What follows belongs to an exercise in optimizing a design on an open flow for small area, a short achievable clock period and few clock cycles per item; a production flow would make more cautious choices. The RTL was checked by simulation tests, not by an equivalence proof against the original design. No driver is modelled on the clock port, so clock power and skew are understated where the tree is cut down; a real chip needs a root buffer or a tree. Power figures rest on the tool's default switching activity, not on a simulated workload.

v6:
==> flow/design.v (excerpt) <==
module playfair_digraph_encryptor (
  input  logic        clk_i,
  input  logic        rst_ni,
  input  logic        psel,
  input  logic        penable,
  input  logic        pwrite,
  input  logic [4:0]  paddr,
  input  logic [31:0] pwdata,
  output logic [31:0] prdata,
  output logic        pready,
  input  logic        s_axis_tvalid,
  output logic        s_axis_tready,
  input  logic [7:0]  s_axis_tdata,    
  input  logic        s_axis_tlast,    
  output logic        m_axis_tvalid,
  input  logic        m_axis_tready,
  output logic [7:0]  m_axis_tdata,    
  output logic        m_axis_tlast     
);
export LEC_CHECK = 0
export CAP_MARGIN = 20
export CORE_MARGIN = 2
export CORE_UTILIZATION = 40
export SLEW_MARGIN = 20
create_clock -name core_clock -period 11.0 [get_ports {clk_i}]
standard.sh (not shown) runs the stock make flow with config.mk's settings and CLKGATE_MAP_FILE= SYNTH_SCRIPT=/design/flow/synth_recipe.tcl, a recipe that flattens the netlist after the stock synthesis.
==> flow/flow/run.sh <==
#!/bin/bash
set -euo pipefail
bash standard.sh "BUFFER_PORTS_ARGS=-buffer_cell sky130_fd_sc_hd__buf_1" \
  "PRE_CTS_TCL=$PWD/flow/mycts.tcl" \
  SETUP_SLACK_MARGIN=7.45 finish > flow_make.log 2>&1
Other scripts of this flow, unchanged in this note and not shown: flow/flow/mycts.tcl
Testbench counts of v6, summed over its fixed seeds: cycles 10,430, items 9,600.
What v7 does differently from v6 at the input level:
- CORE_UTILIZATION: 40 -> 55
==> flow/flow/run.sh <==
#!/bin/bash
set -euo pipefail
bash standard.sh "BUFFER_PORTS_ARGS=-buffer_cell sky130_fd_sc_hd__buf_4" \
  "PRE_CTS_TCL=$PWD/flow/mycts.tcl" \
  SETUP_SLACK_MARGIN=7.8 finish > flow_make.log 2>&1
==> comparison <==
- Run comparison: v6 slowest cell on the critical path buf_6; v7 slowest cell on the critical path dfrtp_2
- Delta (v7 minus v6): number of iterations in the first detailed-routing pass went up 2; cell total after placement saw a decrease; clock power went up by about 1%; largest incremental delay on the critical path saw an increase.
- The width of the die number comes out higher for v6 vs v7.
- v7 vs. v6: total vias in the final route now sits higher, cell count along the critical path lost 4, utilization shows an increase of 19 points.
- Both conditions hold for v7: the flow ran to the end and the final layout passed the timing, design-rule and antenna checks.
In every run of this note, the design's own scripts or RTL, not TritonCTS, make the clock network.

========
== the reference run ==
playfair_digraph_encryptor again, from the RTL that the note above started with.
==> flow/config.mk <==
export PLATFORM = sky130hd
export DESIGN_NAME = playfair_digraph_encryptor
export DESIGN_NICKNAME = playfair_digraph_encryptor
export VERILOG_FILES = /design/flow/design.v
export SDC_FILE = /design/flow/constraint.sdc
export NUM_CORES = 4
export LEC_CHECK = 0
export CAP_MARGIN = 20
export CORE_MARGIN = 2
export CORE_UTILIZATION = 40
export SLEW_MARGIN = 20
==> flow/constraint.sdc <==
create_clock -name core_clock -period 11.0 [get_ports {clk_i}]
set_input_delay 2.2000 -clock core_clock [delete_from_list [all_inputs] [get_ports {clk_i}]]
set_output_delay 2.2000 -clock core_clock [all_outputs]
set_load 0.01 [all_outputs]
==> flow/flow/run.sh <==
#!/bin/bash
set -euo pipefail
bash standard.sh "BUFFER_PORTS_ARGS=-buffer_cell sky130_fd_sc_hd__buf_1" \
  "PRE_CTS_TCL=$PWD/flow/mycts.tcl" \
  SETUP_SLACK_MARGIN=7.8 TNS_END_PERCENT=0 finish > flow_make.log 2>&1
Other scripts of this flow, unchanged in this note and not shown: flow/flow/mycts.tcl
The flow did not stop early for the reference run: all stages ran, and the layout cleared the timing, design-rule and antenna checks.
Testbench counts of the reference run, summed over its fixed seeds: cycles 10,430, items 9,600.
--- input diff the reference run..the trial run ---
diff --git a/flow/flow/run.sh b/flow/flow/run.sh
--- a/flow/flow/run.sh
+++ b/flow/flow/run.sh
@@ -5 +5 @@
-  SETUP_SLACK_MARGIN=7.8 TNS_END_PERCENT=0 finish > flow_make.log 2>&1
+  SETUP_SLACK_MARGIN=8.0 finish > flow_make.log 2>&1
==> comparison <==
Looking at time the worst path needs with I/O delays and setup across both flows, the trial run is the stronger of the two, with the reference run trailing. Per the final summary, the trial run finished and its layout is clean on timing, DRC and antenna. The worst setup path startpoint comes out sk_v_q in one run and paddr[3] in the other, namely in the reference run and the trial run respectively. The trial run against the reference run: antenna diode count went down 1, multi-input combinational gate total rose about 1.3%, critical path buffer and inverter count rose by 2. The trial run against the reference run: clock input transition at the sequential cells of the worst setup and hold paths did not really move, fraction of the cycle the final worst path needs went down, design area went up.
In every run of this note, the design's own scripts or RTL, not TritonCTS, make the clock network.

## afterwards: timing with drivers on the ports
The flow's constraints put no driver on any port. The routed layouts listed below were extracted and timed again, unchanged, in two steps.
Step 1, drivers: a clkbuf_16 drives clk_i and a buf_2 each remaining input, both assumed.
Step 2 also shifts input and output timing later by t, the mid clock arrival at the registers, as if the neighbouring blocks saw the same clock.
Three values: no drivers, after step 1, after step 2; two values: the first two.
run | t (ns) | setup WS [ns] | clock arrival spread, ns | worst slew at a driven data input, ns
v6 | 0.408 | 7.521 / 7.608 / 7.200 | 0.028 / 0.028 | 0.10
v7 | 0.403 | 7.825 / 7.719 / 7.520 | 0.021 / 0.021 | 0.06
the reference run | 0.408 | 7.804 / 7.694 / 7.471 | 0.024 / 0.024 | 0.09
the trial run | 0.412 | 7.889 / 7.814 / 7.553 | 0.018 / 0.018 | 0.05
After both steps setup and hold are still met in every run listed. The setup slack of the trial run, which loses most, moves by -0.075 ns with the drivers and by -0.336 ns with both steps.
